From an optimization exercise on the open Yosys and OpenROAD flow, aimed at small area, a short achievable clock period and few clock cycles per item; shortcuts taken in it are not production practice.
Where RTL was checked, it was by simulation tests only, not by an equivalence proof against the original.

==> job 7558: inputs <==
==> flow/design.v (excerpt) <==
module vedic_mult_seq
#(
  parameter int WIDTH = 64,
  parameter int DIGIT = 16
) (
  input  logic               clk,
  input  logic               rst_n,
  input  logic               in_valid_i,
  output logic               in_ready_o,
  input  logic [WIDTH-1:0]   a_i,
  input  logic [WIDTH-1:0]   b_i,
  input  logic               abort_i,
  output logic               busy_o,
  output logic               out_valid_o,
  input  logic               out_ready_i,
  output logic [2*WIDTH-1:0] p_o
);
==> module vedic_mult_seq, before the edit <==
module vedic_mult_seq
#(
  parameter int WIDTH = 64,
  parameter int DIGIT = 16
) (
  input  logic               clk,
  input  logic               rst_n,
  input  logic               in_valid_i,
  output logic               in_ready_o,
  input  logic [WIDTH-1:0]   a_i,
  input  logic [WIDTH-1:0]   b_i,
  input  logic               abort_i,
  output logic               busy_o,
  output logic               out_valid_o,
  input  logic               out_ready_i,
  output logic [2*WIDTH-1:0] p_o
);
  localparam int PW = 2 * WIDTH;
  localparam int NC = vedic_pkg::CS_BITS;
  localparam int NR = vedic_pkg::NROW;
  logic adv_q, v0_q, v1_q, e0_q, e1_q, e2_q, busy_q;
  logic adv_d, v0_d, v1_d, e0_d, e1_d, e2_d;
  logic [WIDTH-1:0] a_q;
  logic [NR-1:0]    one_q, two_q, neg_q;
  logic             top_q;
  logic [NC-1:0]    cs_q;
  logic [PW-1:0]    q0_q, q1_q, q2_q;
  logic [NC-1:0]    w_cs;
  logic [PW-1:0]    w_prod;
  logic [NR-1:0]    w_one, w_two, w_neg;
  vedic_booth_enc u_enc (
    .b_i   (b_i),
    .one_o (w_one),
    .two_o (w_two),
    .neg_o (w_neg)
  );
  vedic_pp_tree u_tree (
    .a_i  (a_q),
    .one  (one_q),
    .two  (two_q),
    .neg  (neg_q),
    .top_i(top_q),
    .cs_o (w_cs)
  );
  vedic_sum u_sum (
    .cs_i (cs_q),
    .p_o  (w_prod)
  );
  logic       w_accept, w_pop, w_push;
  logic [1:0] w_cnt;
  assign w_accept = in_valid_i & adv_q;
  assign w_pop    = e0_q & out_ready_i;
  assign w_push   = v1_q;
  always_comb begin
    w_cnt = 2'(e0_q) + 2'(e1_q) + 2'(e2_q) - 2'(w_pop) + 2'(w_push);
    if (abort_i) begin
      v0_d = w_accept;
      v1_d = 1'b0;
      e0_d = 1'b0;
      e1_d = 1'b0;
      e2_d = 1'b0;
    end else begin
      v0_d = adv_q ? in_valid_i : v0_q;
      v1_d = adv_q & v0_q;
      e0_d = (w_cnt != 2'd0);
      e1_d = w_cnt[1];
      e2_d = (w_cnt == 2'd3);
    end
    adv_d = (3'(e0_d) + 3'(e1_d) + 3'(e2_d) + 3'(v1_d) + 3'(v0_d)) <= 3'd3;
  end
  always_ff @(posedge clk or negedge rst_n) begin
    if (!rst_n) begin
      adv_q  <= 1'b1;
      v0_q   <= 1'b0;
      v1_q   <= 1'b0;
      e0_q   <= 1'b0;
      e1_q   <= 1'b0;
      e2_q   <= 1'b0;
      busy_q <= 1'b0;
    end else begin
      adv_q  <= adv_d;
      v0_q   <= v0_d;
      v1_q   <= v1_d;
      e0_q   <= e0_d;
      e1_q   <= e1_d;
      e2_q   <= e2_d;
      busy_q <= v0_d | v1_d | e0_d;
    end
  end
  always_ff @(posedge clk) begin
    if (adv_q) begin
      a_q   <= a_i;
      one_q <= w_one;
      two_q <= w_two;
      neg_q <= w_neg;
      top_q <= b_i[WIDTH-1];
    end
    cs_q <= w_cs;
    if (w_pop | ~e0_q) q0_q <= e1_q ? q1_q : w_prod;
    if (w_pop | ~e1_q) q1_q <= e2_q ? q2_q : w_prod;
    if (w_pop | ~e2_q) q2_q <= w_prod;
  end
  assign in_ready_o  = adv_q;
  assign busy_o      = busy_q;   
  assign out_valid_o = e0_q;
  assign p_o         = q0_q;
endmodule
clock: 12.0 ns
lec_check: 0
abc_area: 1
cap_margin: 20
core_margin: 2
core_utilization: 35
place_density: 0.45
slew_margin: 20
standard.sh (not shown) runs the stock make flow with config.mk's settings and CLKGATE_MAP_FILE= SYNTH_SCRIPT=/design/flow/synth_recipe.tcl, a recipe that flattens the netlist after the stock synthesis.
==> flow/flow/run.sh <==
#!/bin/bash
# The standard layout with these changes:
# - synthesis skips the generic ABC pass inside Yosys's synth (SYNTH_ARGS=-noabc), so that the
#   full adders of the multiplier tree are extracted without inverters between them; registers
#   and everything else in the synthesis stay as standard.sh makes them;
# - every port still gets its own buffer, but a plain buf_4 rather than the delay cell that
#   buffer_ports picks by default;
# - timing repair is asked to leave 7.6 ns of setup slack at the 12 ns clock, so that
#   repair_timing works on the real critical paths.
set -euo pipefail
export SYNTH_ARGS=-noabc
export BUFFER_PORTS_ARGS="-buffer_cell sky130_fd_sc_hd__buf_4"
export SETUP_SLACK_MARGIN=7.6
bash standard.sh > standard_flow.log 2>&1
==> job 8815 (differences from job 7558) <==
--- a/flow/design.v
+++ b/flow/design.v
@@ -6200,4 +6200,5 @@
   localparam int NR = vedic_pkg::NROW;
   logic adv_q, v0_q, v1_q, e0_q, e1_q, e2_q, busy_q;
+  logic advn_q, e0n_q;
   logic adv_d, v0_d, v1_d, e0_d, e1_d, e2_d;
   logic [WIDTH-1:0] a_q;
@@ -6252,4 +6253,6 @@
     if (!rst_n) begin
       adv_q  <= 1'b1;
+      advn_q <= 1'b0;
+      e0n_q  <= 1'b1;
       v0_q   <= 1'b0;
       v1_q   <= 1'b0;
@@ -6260,4 +6263,6 @@
     end else begin
       adv_q  <= adv_d;
+      advn_q <= ~adv_d;
+      e0n_q  <= ~e0_d;
       v0_q   <= v0_d;
       v1_q   <= v1_d;
@@ -6269,5 +6274,5 @@
   end
   always_ff @(posedge clk) begin
-    if (adv_q) begin
+    if (!advn_q) begin
       a_q   <= a_i;
       one_q <= w_one;
@@ -6277,7 +6282,7 @@
     end
     cs_q <= w_cs;
-    if (w_pop | ~e0_q) q0_q <= e1_q ? q1_q : w_prod;
-    if (w_pop | ~e1_q) q1_q <= e2_q ? q2_q : w_prod;
-    if (w_pop | ~e2_q) q2_q <= w_prod;
+    if (out_ready_i | e0n_q) q0_q <= e1_q ? q1_q : w_prod;
+    if (out_ready_i | ~e1_q) q1_q <= e2_q ? q2_q : w_prod;
+    if (out_ready_i | ~e2_q) q2_q <= w_prod;
   end
   assign in_ready_o  = adv_q;
--- a/flow/config.mk
+++ b/flow/config.mk
@@ -7,7 +7,7 @@
 export LEC_CHECK = 0
 export ABC_AREA = 1
-export CAP_MARGIN = 20
+export CAP_MARGIN = 30
 export CORE_MARGIN = 2
 export CORE_UTILIZATION = 35
 export PLACE_DENSITY = 0.45
-export SLEW_MARGIN = 20
+export SLEW_MARGIN = 30
==> notes <==
In job 7558 the design area is smaller than in job 8815, by 1.0%. Synthesized area is about the same in job 7558 and job 8815. Job 7558 went through all stages and came out clean. Job 8815 finished with timing, DRC and antenna clean. In final cell count, job 7558 and job 8815 hardly differ. Of job 7558 and job 8815, job 8815 has the higher non-clock buffer count (gap 34). Against job 7558, the first-iteration DRC count of job 8815 is larger by 3.1%. Between job 8815 and job 7558, the lower register-to-register slack is in job 8815 (gap 40 ps). In job 7558 the sequential share of layout area is higher than in job 8815, by 0.16 points. Via count is about the same in job 8815 and job 7558.
Testbench counts of job 8815, summed over its fixed seeds: cycles 1,624, items 1,600.
Only the layout flow was run in job 7558; the RTL was not checked for function there.

==> static timing again, ports no longer ideal <==
The flow's constraints put no driver on any port. The routed layouts listed below were extracted and timed again, unchanged, in two steps.
Step 1: set_driving_cell puts a clkbuf_16 on clk and a buf_2 on each other input, an assumption about the parent block.
Step 2 moves the port delays by t, midway between the first and last clock arrival at a register: inputs arrive t later, outputs are due t later. That takes back most of the time a late clock gives input paths.
a / b / c = ideal ports / drivers / drivers and shift; a / b = the first two.
| run | t, ns | setup WS [ns] | worst hold slack (ns) | worst setup path at the end | clock arrival spread, ns |
|---|---|---|---|---|---|
| job 7558 | 0.956 | 7.509 / 7.509 / 6.906 | 0.507 / 0.507 / 0.507 | input to register | 0.045 / 0.045 |
| job 8815 | 0.953 | 7.469 / 7.469 / 6.881 | 0.506 / 0.506 / 0.506 | input to register | 0.056 / 0.056 |
After both steps every run listed still meets setup and hold. For job 7558, which loses most, drivers alone change the setup slack by 0.000 ns; drivers and shift together by -0.603 ns.
